From an optimization exercise on the open Yosys and OpenROAD flow, aimed at small area, a short achievable clock period and few clock cycles per item; shortcuts taken in it are not production practice. Only simulation tests tie the RTL to the original design; equivalence was not proved. No activity file was given, so power comes from the tool's default toggle rates.

== job 101 ==
==> flow/design.v (excerpt) <==
module dcache (
	input  logic        clk,
	input  logic        rst_n,
	input  logic        dp_ren,
	input  logic        dp_wen,
	input  logic        dp_atomic,
	input  logic        dp_halt,
	input  logic [31:0] dp_addr,
	input  logic [31:0] dp_store,
	output logic        dp_hit,
	output logic [31:0] dp_load,
	output logic        dp_flushed,
	output logic        mem_ren,
	output logic        mem_wen,
	output logic [31:0] mem_addr,
	output logic [31:0] mem_store,
	input  logic        mem_busy,
	input  logic [31:0] mem_load
);
Size: roughly 5900 cells after synthesis, about 1500 flip-flops, roughly 200 I/O pins.
==> module dcache, before the edit <==
module dcache (
	input  logic        clk,
	input  logic        rst_n,
	input  logic        dp_ren,
	input  logic        dp_wen,
	input  logic        dp_atomic,
	input  logic        dp_halt,
	input  logic [31:0] dp_addr,
	input  logic [31:0] dp_store,
	output logic        dp_hit,
	output logic [31:0] dp_load,
	output logic        dp_flushed,
	output logic        mem_ren,
	output logic        mem_wen,
	output logic [31:0] mem_addr,
	output logic [31:0] mem_store,
	input  logic        mem_busy,
	input  logic [31:0] mem_load
);
	logic [7:0][1:0][1:0][31:0] dat_q;
	logic [7:0][1:0][25:0] tag_q;
	logic [7:0][1:0] valid_q;
	logic [7:0][1:0] dirty_q;
	logic [7:0] lru_q;
	logic res_valid_q;
	logic [31:0] res_addr_q;
	logic [1:0] cnt_q;
	logic halted_q;
	logic fl_word_q;
	logic fl_any_q;
	logic [2:0] fl_set_q;
	logic fl_way_q;
	logic [25:0] a_tag;
	logic [2:0] a_set;
	logic a_w;
	assign a_tag = dp_addr[31:6];
	assign a_set = dp_addr[5:3];
	assign a_w = dp_addr[2];
	logic flush_mode;
	logic access;
	assign flush_mode = halted_q;
	assign access = (dp_ren | dp_wen) & ~flush_mode;
	logic fl_wen;
	logic fl_clr;
	logic [15:0] dmask;
	logic fl_any;
	logic [2:0] fl_set;
	logic fl_way;
	assign fl_wen = halted_q & fl_any_q;
	assign fl_clr = fl_wen & fl_word_q & ~mem_busy;
	always_comb begin
		dmask = valid_q & dirty_q;
		if (fl_clr) begin
			dmask[{fl_set_q, fl_way_q}] = 1'b0;
		end
		fl_any = |dmask;
		fl_set = '0;
		fl_way = 1'b0;
		for (int i = 15; i >= 0; i--) begin
			if (dmask[i]) begin
				fl_set = 3'(i >> 1);
				fl_way = i[0];
			end
		end
	end
	always_ff @(posedge clk) begin
		fl_any_q <= fl_any;
		fl_set_q <= fl_set;
		fl_way_q <= fl_way;
	end
	logic [2:0] r_set;
	logic r_word;
	assign r_set = flush_mode ? fl_set_q : a_set;
	assign r_word = flush_mode ? fl_word_q : (a_w ^ cnt_q[0]);
	logic [25:0] t0, t1;
	logic [31:0] d0, d1;
	assign t0 = tag_q[r_set][0];
	assign t1 = tag_q[r_set][1];
	assign d0 = dat_q[r_set][0][r_word];
	assign d1 = dat_q[r_set][1][r_word];
	logic lru_cur;
	logic vic_dirty;
	logic [1:0] way_hit;
	logic hit;
	assign lru_cur = lru_q[a_set];
	assign vic_dirty = valid_q[a_set][lru_cur] & dirty_q[a_set][lru_cur];
	assign way_hit[0] = valid_q[a_set][0] & (t0 == a_tag);
	assign way_hit[1] = valid_q[a_set][1] & (t1 == a_tag);
	assign hit = |way_hit;
	logic x_way;
	logic [25:0] x_tag;
	assign x_way = flush_mode ? fl_way_q : lru_cur;
	assign x_tag = x_way ? t1 : t0;
	logic [1:0] step;
	logic miss;
	logic is_wb;
	logic is_rd;
	logic m_word;
	logic fin;
	assign step = {cnt_q[1] | ~vic_dirty, cnt_q[0]};
	assign miss = access & ~hit;
	assign is_wb = miss & ~step[1];
	assign is_rd = miss & step[1];
	assign m_word = a_w ^ step[1] ^ step[0];
	assign fin = step[1] & step[0];
	logic res_match;
	logic store_ok;
	logic fill_done;
	logic done;
	assign res_match = res_valid_q & (res_addr_q == dp_addr);
	assign store_ok = dp_wen & (~dp_atomic | res_match);
	assign fill_done = is_rd & ~mem_busy;
	assign done = access & (hit | (fin & ~mem_busy));
	assign dp_hit = done;
	assign dp_flushed = halted_q & ~fl_any_q;
	assign mem_ren = is_rd;
	assign mem_wen = is_wb | fl_wen;
	assign mem_addr = {(flush_mode | ~step[1]) ? x_tag : a_tag, r_set,
		flush_mode ? fl_word_q : m_word, 2'b00};
	assign mem_store = x_way ? d1 : d0;
	always_comb begin
		if (dp_wen & dp_atomic) begin
			dp_load = {31'b0, res_match};
		end else if (fin) begin
			dp_load = mem_load;
		end else begin
			dp_load = way_hit[1] ? d1 : d0;
		end
	end
	logic use_way;
	logic [31:0] wdata;
	logic hit_wr;
	assign use_way = hit ? way_hit[1] : lru_cur;
	assign hit_wr = access & hit & store_ok;
	assign wdata = (hit | (step[0] & store_ok)) ? dp_store : mem_load;
	always_ff @(posedge clk) begin
		for (int s = 0; s < 8; s++) begin
			for (int w = 0; w < 2; w++) begin
				for (int o = 0; o < 2; o++) begin
					if (a_set == 3'(s) && use_way == 1'(w) &&
						((hit_wr && a_w == 1'(o)) || (fill_done && m_word == 1'(o)))) begin
						dat_q[s][w][o] <= wdata;
					end
				end
				if (fill_done && fin && a_set == 3'(s) && lru_cur == 1'(w)) begin
					tag_q[s][w] <= a_tag;
				end
			end
		end
		if (done && dp_ren && dp_atomic) begin
			res_addr_q <= dp_addr;
		end
	end
	always_ff @(posedge clk, negedge rst_n) begin
		if (!rst_n) begin
			valid_q <= '0;
			dirty_q <= '0;
			lru_q <= '0;
			res_valid_q <= 1'b0;
			cnt_q <= '0;
			halted_q <= 1'b0;
			fl_word_q <= 1'b0;
		end else begin
			if (dp_halt) begin
				halted_q <= 1'b1;
			end
			if (done) begin
				cnt_q <= '0;
				lru_q[a_set] <= ~use_way;
				if (!hit) begin
					valid_q[a_set][lru_cur] <= 1'b1;
					dirty_q[a_set][lru_cur] <= store_ok;
				end else if (store_ok) begin
					dirty_q[a_set][use_way] <= 1'b1;
				end
				if (dp_atomic) begin
					res_valid_q <= dp_ren;
				end else if (dp_wen && res_match) begin
					res_valid_q <= 1'b0;
				end
			end else if (miss && !mem_busy) begin
				cnt_q <= cnt_q + 2'd1;
			end
			if (fl_wen && !mem_busy) begin
				fl_word_q <= ~fl_word_q;
			end
			if (fl_clr) begin
				dirty_q[fl_set_q][fl_way_q] <= 1'b0;
			end
		end
	end
endmodule
==> flow/config.mk <==
export PLATFORM = sky130hd
export DESIGN_NAME = dcache
export DESIGN_NICKNAME = dcache
export VERILOG_FILES = /design/flow/design.v
export SDC_FILE = /design/flow/constraint.sdc
export NUM_CORES = 4
export LEC_CHECK = 0
export CAP_MARGIN = 20
export CORE_MARGIN = 2
export CORE_UTILIZATION = 60
export SETUP_SLACK_MARGIN = 0.8
export SLEW_MARGIN = 20
==> flow/constraint.sdc <==
create_clock -name core_clock -period 7.5 [get_ports {clk}]
set_input_delay 1.5000 -clock core_clock [delete_from_list [all_inputs] [get_ports {clk}]]
set_output_delay 1.5000 -clock core_clock [all_outputs]
set_load 0.01 [all_outputs]
run.sh (not shown) runs the stock make flow with config.mk's settings and CLKGATE_MAP_FILE= SYNTH_SCRIPT=/design/flow/synth_recipe.tcl, a recipe that flattens the netlist after the stock synthesis.
Looking at the reports, job 101 completed the entire flow and the layout it produced met the timing, design-rule and antenna checks.
Testbench counts of job 101, summed over its fixed seeds: cycles 18,969, accesses 8,000.
#### Input delta (job 102 over job 101)
-- flow/design.v --
<<< job 101, line 86
	assign lru_cur = lru_q[a_set];
	assign vic_dirty = valid_q[a_set][lru_cur] & dirty_q[a_set][lru_cur];
	assign way_hit[0] = valid_q[a_set][0] & (t0 == a_tag);
	assign way_hit[1] = valid_q[a_set][1] & (t1 == a_tag);
	assign hit = |way_hit;
	logic x_way;
>>> job 102, line 86
	assign lru_cur = lru_q[a_set];
	assign vic_dirty = valid_q[a_set][lru_cur] & dirty_q[a_set][lru_cur];
	logic [7:0][1:0] match;
	always_comb begin
		for (int s = 0; s < 8; s++) begin
			for (int w = 0; w < 2; w++) begin
				match[s][w] = valid_q[s][w] & (tag_q[s][w] == a_tag);
			end
		end
	end
	assign way_hit = match[a_set];
	assign hit = |way_hit;
	logic x_way;
[summary]
The higher vias after detailed routing came out of job 101. Note that the wire length of the first global-routing pass recorded for job 101 amounts to 1.07 times the value seen in job 102. On clock latency at the later pin of the worst-skew pair, the lower figure sits with job 102, not job 101. Status: maximum frequency from static timing analysis parity (job 101, job 102). The number of cells upsized or downsized after cts of job 102 is higher than that of job 101. Status: vias per cell parity (job 101, job 102). Job 102 vs job 101: clock power share down. | depth of the critical timing path with buffers and inverters included | lower: job 102 |. Compared to job 101, the router laid down less metal wire for job 102. Switching part of the total power, job 101 and job 102: higher on job 102. Sequential share of layout area: job 102 vs job 101 down 0.37 points. Job 102 and job 101 ended up with roughly the same post-route clock period utilization.
Testbench counts of job 102, summed over its fixed seeds: cycles 18,969, accesses 8,000.

The RTL this note starts from:
==> flow/design.v <==
`timescale 1ns/10ps
module dcache (
	input  logic        clk,
	input  logic        rst_n,
	input  logic        dp_ren,
	input  logic        dp_wen,
	input  logic        dp_atomic,
	input  logic        dp_halt,
	input  logic [31:0] dp_addr,
	input  logic [31:0] dp_store,
	output logic        dp_hit,
	output logic [31:0] dp_load,
	output logic        dp_flushed,
	output logic        mem_ren,
	output logic        mem_wen,
	output logic [31:0] mem_addr,
	output logic [31:0] mem_store,
	input  logic        mem_busy,
	input  logic [31:0] mem_load
);
	logic [7:0][1:0][1:0][31:0] datn_q;
	logic [7:0][1:0][25:0] tagn_q;
	logic [7:0][1:0] valid_q;
	logic [7:0][1:0] dirty_q;
	logic [7:0] lru_q;
	logic res_valid_q;
	logic [31:0] res_addr_q;
	logic [1:0] cnt_q;
	logic halted_q;
	logic fl_word_q;
	logic fl_any_q;
	logic [2:0] fl_set_q;
	logic fl_way_q;
	logic [25:0] a_tag;
	logic [2:0] a_set;
	logic a_w;
	assign a_tag = dp_addr[31:6];
	assign a_set = dp_addr[5:3];
	assign a_w = dp_addr[2];
	logic flush_mode;
	logic access;
	assign flush_mode = halted_q;
	assign access = (dp_ren | dp_wen) & ~flush_mode;
	logic fl_wen;
	logic fl_clr;
	logic [15:0] dmask;
	logic fl_any;
	logic [2:0] fl_set;
	logic fl_way;
	assign fl_wen = halted_q & fl_any_q;
	assign fl_clr = fl_wen & fl_word_q & ~mem_busy;
	always_comb begin
		dmask = valid_q & dirty_q;
		if (fl_clr) begin
			dmask[{fl_set_q, fl_way_q}] = 1'b0;
		end
		fl_any = |dmask;
		fl_set = '0;
		fl_way = 1'b0;
		for (int i = 15; i >= 0; i--) begin
			if (dmask[i]) begin
				fl_set = 3'(i >> 1);
				fl_way = i[0];
			end
		end
	end
	always_ff @(posedge clk) begin
		fl_any_q <= fl_any;
		fl_set_q <= fl_set;
		fl_way_q <= fl_way;
	end
	logic [2:0] r_set;
	logic r_word;
	assign r_set = flush_mode ? fl_set_q : a_set;
	assign r_word = flush_mode ? fl_word_q : (a_w ^ cnt_q[0]);
	logic [25:0] t0, t1;
	logic [31:0] d0, d1;
	assign t0 = ~tagn_q[r_set][0];
	assign t1 = ~tagn_q[r_set][1];
	assign d0 = ~datn_q[r_set][0][r_word];
	assign d1 = ~datn_q[r_set][1][r_word];
	logic lru_cur;
	logic vic_dirty;
	logic [1:0] way_hit;
	logic hit;
	logic [7:0] vd_set;
	always_comb begin
		for (int s = 0; s < 8; s++) begin
			vd_set[s] = lru_q[s] ? (valid_q[s][1] & dirty_q[s][1]) : (valid_q[s][0] & dirty_q[s][0]);
		end
	end
	assign lru_cur = lru_q[a_set];
	assign vic_dirty = vd_set[a_set];
	logic [7:0][1:0] match;
	always_comb begin
		for (int s = 0; s < 8; s++) begin
			for (int w = 0; w < 2; w++) begin
				match[s][w] = valid_q[s][w] & (tagn_q[s][w] == ~a_tag);
			end
		end
	end
	assign way_hit = match[a_set];
	assign hit = |way_hit;
	logic x_way;
	logic [25:0] x_tag;
	assign x_way = flush_mode ? fl_way_q : lru_cur;
	assign x_tag = x_way ? t1 : t0;
	logic [1:0] step;
	logic miss;
	logic is_wb;
	logic is_rd;
	logic m_word;
	logic fin;
	assign step = {cnt_q[1] | ~vic_dirty, cnt_q[0]};
	assign miss = access & ~hit;
	assign is_wb = miss & ~step[1];
	assign is_rd = miss & step[1];
	assign m_word = a_w ^ step[1] ^ step[0];
	assign fin = step[1] & step[0];
	logic res_match;
	logic store_ok;
	logic fill_done;
	logic done;
	assign res_match = res_valid_q & (res_addr_q == dp_addr);
	assign store_ok = dp_wen & (~dp_atomic | res_match);
	assign fill_done = is_rd & ~mem_busy;
	assign done = access & (hit | (fin & ~mem_busy));
	assign dp_hit = done;
	assign dp_flushed = halted_q & ~fl_any_q;
	assign mem_ren = is_rd;
	assign mem_wen = is_wb | fl_wen;
	assign mem_addr = {(flush_mode | ~step[1]) ? x_tag : a_tag, r_set,
		flush_mode ? fl_word_q : m_word, 2'b00};
	assign mem_store = x_way ? d1 : d0;
	logic [31:0] ld0, ld1;
	always_comb begin
		if (dp_wen & dp_atomic) begin
			ld0 = {31'b0, res_match};
			ld1 = {31'b0, res_match};
		end else if (fin) begin
			ld0 = mem_load;
			ld1 = mem_load;
		end else begin
			ld0 = d0;
			ld1 = d1;
		end
	end
	assign dp_load = way_hit[1] ? ld1 : ld0;
	logic use_way;
	logic [31:0] wdata;
	logic hit_wr;
	assign use_way = hit ? way_hit[1] : lru_cur;
	assign hit_wr = access & hit & store_ok;
	assign wdata = (hit | (step[0] & store_ok)) ? dp_store : mem_load;
	always_ff @(posedge clk) begin
		for (int s = 0; s < 8; s++) begin
			for (int w = 0; w < 2; w++) begin
				for (int o = 0; o < 2; o++) begin
					if (a_set == 3'(s) && use_way == 1'(w) &&
						((hit_wr && a_w == 1'(o)) || (fill_done && m_word == 1'(o)))) begin
						datn_q[s][w][o] <= ~wdata;
					end
				end
				if (fill_done && fin && a_set == 3'(s) && lru_cur == 1'(w)) begin
					tagn_q[s][w] <= ~a_tag;
				end
			end
		end
		if (done && dp_ren && dp_atomic) begin
			res_addr_q <= dp_addr;
		end
		if (done) begin
			if (!hit) begin
				dirty_q[a_set][lru_cur] <= store_ok;
			end else if (store_ok) begin
				dirty_q[a_set][use_way] <= 1'b1;
			end
		end
		if (fl_clr) begin
			dirty_q[fl_set_q][fl_way_q] <= 1'b0;
		end
	end
	always_ff @(posedge clk, negedge rst_n) begin
		if (!rst_n) begin
			valid_q <= '0;
			lru_q <= '0;
			res_valid_q <= 1'b0;
			cnt_q <= '0;
			halted_q <= 1'b0;
			fl_word_q <= 1'b0;
		end else begin
			if (dp_halt) begin
				halted_q <= 1'b1;
			end
			if (done) begin
				cnt_q <= '0;
				lru_q[a_set] <= ~use_way;
				if (!hit) begin
					valid_q[a_set][lru_cur] <= 1'b1;
				end
				if (dp_atomic) begin
					res_valid_q <= dp_ren;
				end else if (dp_wen && res_match) begin
					res_valid_q <= 1'b0;
				end
			end else if (miss && !mem_busy) begin
				cnt_q <= cnt_q + 2'd1;
			end
			if (fl_wen && !mem_busy) begin
				fl_word_q <= ~fl_word_q;
			end
		end
	end
endmodule
Settings: LEC_CHECK=0, ABC_AREA=1, CAP_MARGIN=20, CORE_MARGIN=2, CORE_UTILIZATION=60, CTS_BUF_LIST=sky130_fd_sc_hd__clkbuf_8, SETUP_SLACK_MARGIN=2.4, SLEW_MARGIN=20, TNS_END_PERCENT=5; clock period 7.5 ns.
Testbench counts at the start, summed over its fixed seeds: cycles 18,969, accesses 8,000.
Next try:
--- a/flow/design.v
+++ b/flow/design.v
@@ -19,5 +19,5 @@
 	input  logic [31:0] mem_load
 );
-	logic [7:0][1:0][1:0][31:0] datn_q;
+	logic [7:0][1:0][1:0][31:0] dat_q;
 	logic [7:0][1:0][25:0] tagn_q;
 	logic [7:0][1:0] valid_q;
@@ -78,6 +78,6 @@
 	assign t0 = ~tagn_q[r_set][0];
 	assign t1 = ~tagn_q[r_set][1];
-	assign d0 = ~datn_q[r_set][0][r_word];
-	assign d1 = ~datn_q[r_set][1][r_word];
+	assign d0 = dat_q[r_set][0][r_word];
+	assign d1 = dat_q[r_set][1][r_word];
 	logic lru_cur;
 	logic vic_dirty;
@@ -159,5 +159,5 @@
 					if (a_set == 3'(s) && use_way == 1'(w) &&
 						((hit_wr && a_w == 1'(o)) || (fill_done && m_word == 1'(o)))) begin
-						datn_q[s][w][o] <= ~wdata;
+						dat_q[s][w][o] <= wdata;
 					end
 				end
Cell area barely changes.
Non-clock buffer count went down by 3.
Via count goes down slightly.
Total power is lower by roughly a tenth.
Routed wire length is lower by a few percent.
Worst hold slack degrades by 23 ps.
Global-route usage decreases by 1.2 points.
Combinational power falls by a quarter to a third.
First-iteration DRC count came out lower by a few percent.
Clock-buffer cell count came out higher by 2.
Die area barely changes.
Sequential power stays flat.
Setup slack is better by 77 ps.
Clock power came out lower by a few percent.
Testbench counts after the change, summed over its fixed seeds: cycles 18,969, accesses 8,000.

## port drivers added, routing unchanged
In the flow no input, the clock included, has a driving cell. The finished layouts below were timed again as built, in two steps. Step 1, drivers: a clkbuf_16 drives clk and a buf_2 each remaining input, both assumed. Step 2 times the ports against the registers' clock, not the clock port: input delays grow and output delays shrink by t, the midpoint of the rising clock arrivals with the driver on. Slacks: ideal / step 1 / step 2; pairs: ideal / step 1.
run | t, ns | setup slack, ns | worst setup path after step 2 | clock arrival spread, ns | worst data-port slew with drivers (ns)
job 101 | 0.868 | 0.734 / 0.678 / 0.419 | input to register | 0.048 / 0.048 | 0.08
job 102 | 0.852 | 0.726 / 0.701 / 0.701 | input to output | 0.037 / 0.036 | 0.04
the first run of note 2 | 1.058 | 2.007 / 1.977 / 1.742 | input to register | 0.067 / 0.067 | 0.09
the second run of note 2 | 1.052 | 2.084 / 2.033 / 1.840 | input to register | 0.052 / 0.053 | 0.07
After both steps setup and hold are still met in every run listed. For job 101, which loses most, drivers alone change the setup slack by -0.056 ns; drivers and shift together by -0.315 ns.
